This design comes from an exercise in tuning for small area, a short achievable clock period and few clock cycles per item on the open sky130 flow, not from production work.
The RTL was checked by simulation tests, not by an equivalence proof against the original design.

v8:
Design point_set_zscore_normalizer_core, start of the top module:
module point_set_zscore_normalizer_core
(
    input  logic                      clk,
    input  logic                      rst_n,
    input  logic                      in_valid,
    output logic                      in_stall,
    input  logic signed [COORD_W-1:0] point_x,
    input  logic signed [COORD_W-1:0] point_y,
    input  logic                      end_of_set,
    output logic                      out_valid,
    input  logic                      out_stall,
    output logic signed [OUT_W-1:0]   norm_x,
    output logic signed [OUT_W-1:0]   norm_y,
    output logic [1:0]                status,
    output logic                      last
);
Size in the first run: about 20,000 cells after synthesis, ~62 I/O pins, ~230,000 sq um of cells after synthesis.
export LEC_CHECK = 0
export ABC_CLOCK_PERIOD_IN_PS = 4000
export CAP_MARGIN = 20
export CORE_MARGIN = 2
export CORE_UTILIZATION = 40
export SETUP_SLACK_MARGIN = 5
export SLEW_MARGIN = 20
create_clock -name core_clock -period 10.0 [get_ports {clk}]
run.sh (not shown) runs the stock make flow with config.mk's settings and CLKGATE_MAP_FILE= SYNTH_SCRIPT=/design/flow/synth_recipe.tcl, a recipe that flattens the netlist after the stock synthesis.
Testbench counts of v8, summed over its fixed seeds: cycles 3,094, items 2,044.
Edits applied to the flow inputs when going from v8 to v28:
-- flow/config.mk --
<<< v8, line 8
export ABC_CLOCK_PERIOD_IN_PS = 4000
>>> v28, line 8
export ABC_CLOCK_PERIOD_IN_PS = 4500
<<< v8, line 12
export SETUP_SLACK_MARGIN = 5
>>> v28, line 12
export SETUP_SLACK_MARGIN = 4.9
==> notes.md <==
Signal arrival time at the worst endpoint delta (v28 -> v8): insignificant. Of the two candidates, v8 has the better post-layout worst setup margin and v28 the worse one. Utilization after layout across v8 and v28: no real change. When v28 is set beside v8, its max-slew headroom at the worst pin turns out to be 4.9 points smaller.
### v28 -> v50
-- flow/config.mk --
<<< v28, line 8
export ABC_CLOCK_PERIOD_IN_PS = 4500
>>> v50, line 8
export ABC_CLOCK_PERIOD_IN_PS = 5000
<<< v28, line 12
export SETUP_SLACK_MARGIN = 4.9
>>> v50, line 12
export SETUP_SLACK_MARGIN = 5
==> notes.md <==
Worst hold slack across all endpoints (v50 over v28): decrease, 0.0060 ns. Compared with v28, in v50 antenna diode count lower, met1 track demand over resource essentially unchanged.
### v50 -> v27
-- flow/config.mk --
<<< v50, line 12
export SETUP_SLACK_MARGIN = 5
>>> v27, line 12
export SETUP_SLACK_MARGIN = 4.8
Results
- The met2 global-route usage of v27 falls short of that of v50 by 1.4 points.
- Compare v50 and v27 | global-route usage lower: v27
- Shortest period the worst path allows for v27 is higher than for v50.
- In the reports for v50 and v27, the smaller wire length on met3 belongs to v50.
- When the final numbers for v50 and v27 were put side by side, the transition time of the tightest slew-check pin turned out to be smaller in v50.
- From v50 to v27, count of cells along the worst hold path did not move at all.
- Between v50 and v27, the difference in sequential share of layout area is negligible.
- v27 can be clocked slower than v50.
- Summary of the comparison: via count is lower in v27, relative to v50.
- Row routed wire length: v27 lower / v50 higher

north:
point_set_zscore_normalizer_core, a different RTL version from the one above (not shown whole).
For scale: about 4,700 flip-flops.
Settings: LEC_CHECK=0, ABC_CLOCK_PERIOD_IN_PS=4500, CAP_MARGIN=20, CORE_MARGIN=2, CORE_UTILIZATION=40, SETUP_SLACK_MARGIN=5, SLEW_MARGIN=20; clock period 10.0 ns.
north ran to completion and came out clean on the timing, DRC and antenna checks.
Testbench counts of north, summed over its fixed seeds: cycles 3,121, items 2,044.
The inputs of south differ from those of north as listed below.
# north
export LEC_CHECK = 0
export ABC_CLOCK_PERIOD_IN_PS = 4500
export CAP_MARGIN = 20
export CORE_MARGIN = 2
export CORE_UTILIZATION = 40
export SETUP_SLACK_MARGIN = 5
export SLEW_MARGIN = 20
create_clock -name core_clock -period 10.0 [get_ports {clk}]
# south
export LEC_CHECK = 0
export ABC_CLOCK_PERIOD_IN_PS = 5000
export CAP_MARGIN = 20
export CORE_MARGIN = 2
export CORE_UTILIZATION = 40
export SETUP_SLACK_MARGIN = 4.5
export SLEW_MARGIN = 20
create_clock -name core_clock -period 10.0 [get_ports {clk}]
==> comparison <==
Between north and south, the total cell area at the placement stage does not differ in any meaningful way.
Taking south as 1.0, north lands at 3.5 on post-CTS setup repair buffer count.
Cmp north and south / post-CTS resize count / lower: south
Compared with north, south shows final wirelength that has gone down by a few percent.
As far as number of register bits inferred by synthesis goes, north and south are indistinguishable; the numbers are identical.
Sort north and south by TritonCTS buffer count, ascending, and south comes first.
In south, the area growth from synthesis to layout came out 3.0 points below the value in north.
Relative to north, design area decreased by 7300 um2 in south.

Another version of the RTL of point_set_zscore_normalizer_core (not shown whole).
For scale: ~20000 cells after synthesis, ~4500 flip-flops, ~230000 um^2 of cells after synthesis.
Design point_set_zscore_normalizer_core, start of the top module:
module point_set_zscore_normalizer_core
(
    input  logic                      clk,
    input  logic                      rst_n,
    input  logic                      in_valid,
    output logic                      in_stall,
    input  logic signed [COORD_W-1:0] point_x,
    input  logic signed [COORD_W-1:0] point_y,
    input  logic                      end_of_set,
    output logic                      out_valid,
    input  logic                      out_stall,
    output logic signed [OUT_W-1:0]   norm_x,
    output logic signed [OUT_W-1:0]   norm_y,
    output logic [1:0]                status,
    output logic                      last
);
make LEC_CHECK=0 ABC_CLOCK_PERIOD_IN_PS=5000 CAP_MARGIN=20 CORE_MARGIN=2 CORE_UTILIZATION=40 SETUP_SLACK_MARGIN=4.5 SLEW_MARGIN=20 finish   # period 10.0 ns
Testbench counts at the start, summed over its fixed seeds: cycles 3,094, items 2,044.
Next try:
--- a/flow/config.mk
+++ b/flow/config.mk
@@ -10,4 +10,6 @@
 export CORE_MARGIN = 2
 export CORE_UTILIZATION = 40
+export CTS_BUF_LIST = sky130_fd_sc_hd__clkbuf_4 sky130_fd_sc_hd__clkbuf_8
+export CTS_CLUSTER_SIZE = 30
 export SETUP_SLACK_MARGIN = 4.5
 export SLEW_MARGIN = 20
Register-to-register slack gets worse by 30 ps; final area hardly moves; sequential cell count stays the same; synthesized cell count stays the same; worst setup slack gets worse by 32 ps; routed wire length rose slightly; synthesized area does not change; final cell count rose slightly; core utilization is about the same.

## separate check: timing with driven ports
The results above use ideal ports. As a check the final layouts listed here were re-extracted and re-timed, cells and wires unchanged. Step 1 sets driving cells, clkbuf_16 on the clock port and buf_2 on the other inputs (assumed; they add their load-dependent delay and slew). Step 2 moves the port delays by t, midway between the first and last clock arrival at a register: inputs arrive t later, outputs are due t later. That takes back most of the time a late clock gives input paths. Slacks: ideal ports / drivers / drivers and shift; pairs: ideal ports / drivers.
run	t (ns)	setup slack, ns	worst hold slack (ns)	slew at the worst register clock pin (ns)	pins driven straight from the clock port
v8	1.112	5.023 / 5.023 / 4.388	0.253 / 0.253 / 0.253	0.07 / 0.07	1
v28	1.115	5.019 / 5.019 / 4.186	0.259 / 0.259 / 0.259	0.07 / 0.07	1
v50	1.112	5.023 / 5.023 / 4.388	0.253 / 0.253 / 0.253	0.07 / 0.07	1
v27	1.139	4.984 / 4.984 / 4.565	0.266 / 0.266 / 0.266	0.08 / 0.08	1
north	1.135	4.497 / 4.497 / 4.136	0.271 / 0.271 / 0.271	0.07 / 0.07	1
south	1.137	4.523 / 4.523 / 3.672	0.284 / 0.284 / 0.284	0.07 / 0.07	1
the first run of note 3	1.143	4.555 / 4.555 / 4.555	0.274 / 0.274 / 0.274	0.08 / 0.08	1
the second run of note 3	1.363	4.523 / 4.523 / 4.509	0.301 / 0.301 / 0.301	0.08 / 0.08	1
After both steps setup and hold are still met in every run listed. For south, which loses most, drivers alone change the setup slack by 0.000 ns; drivers and shift together by -0.851 ns.
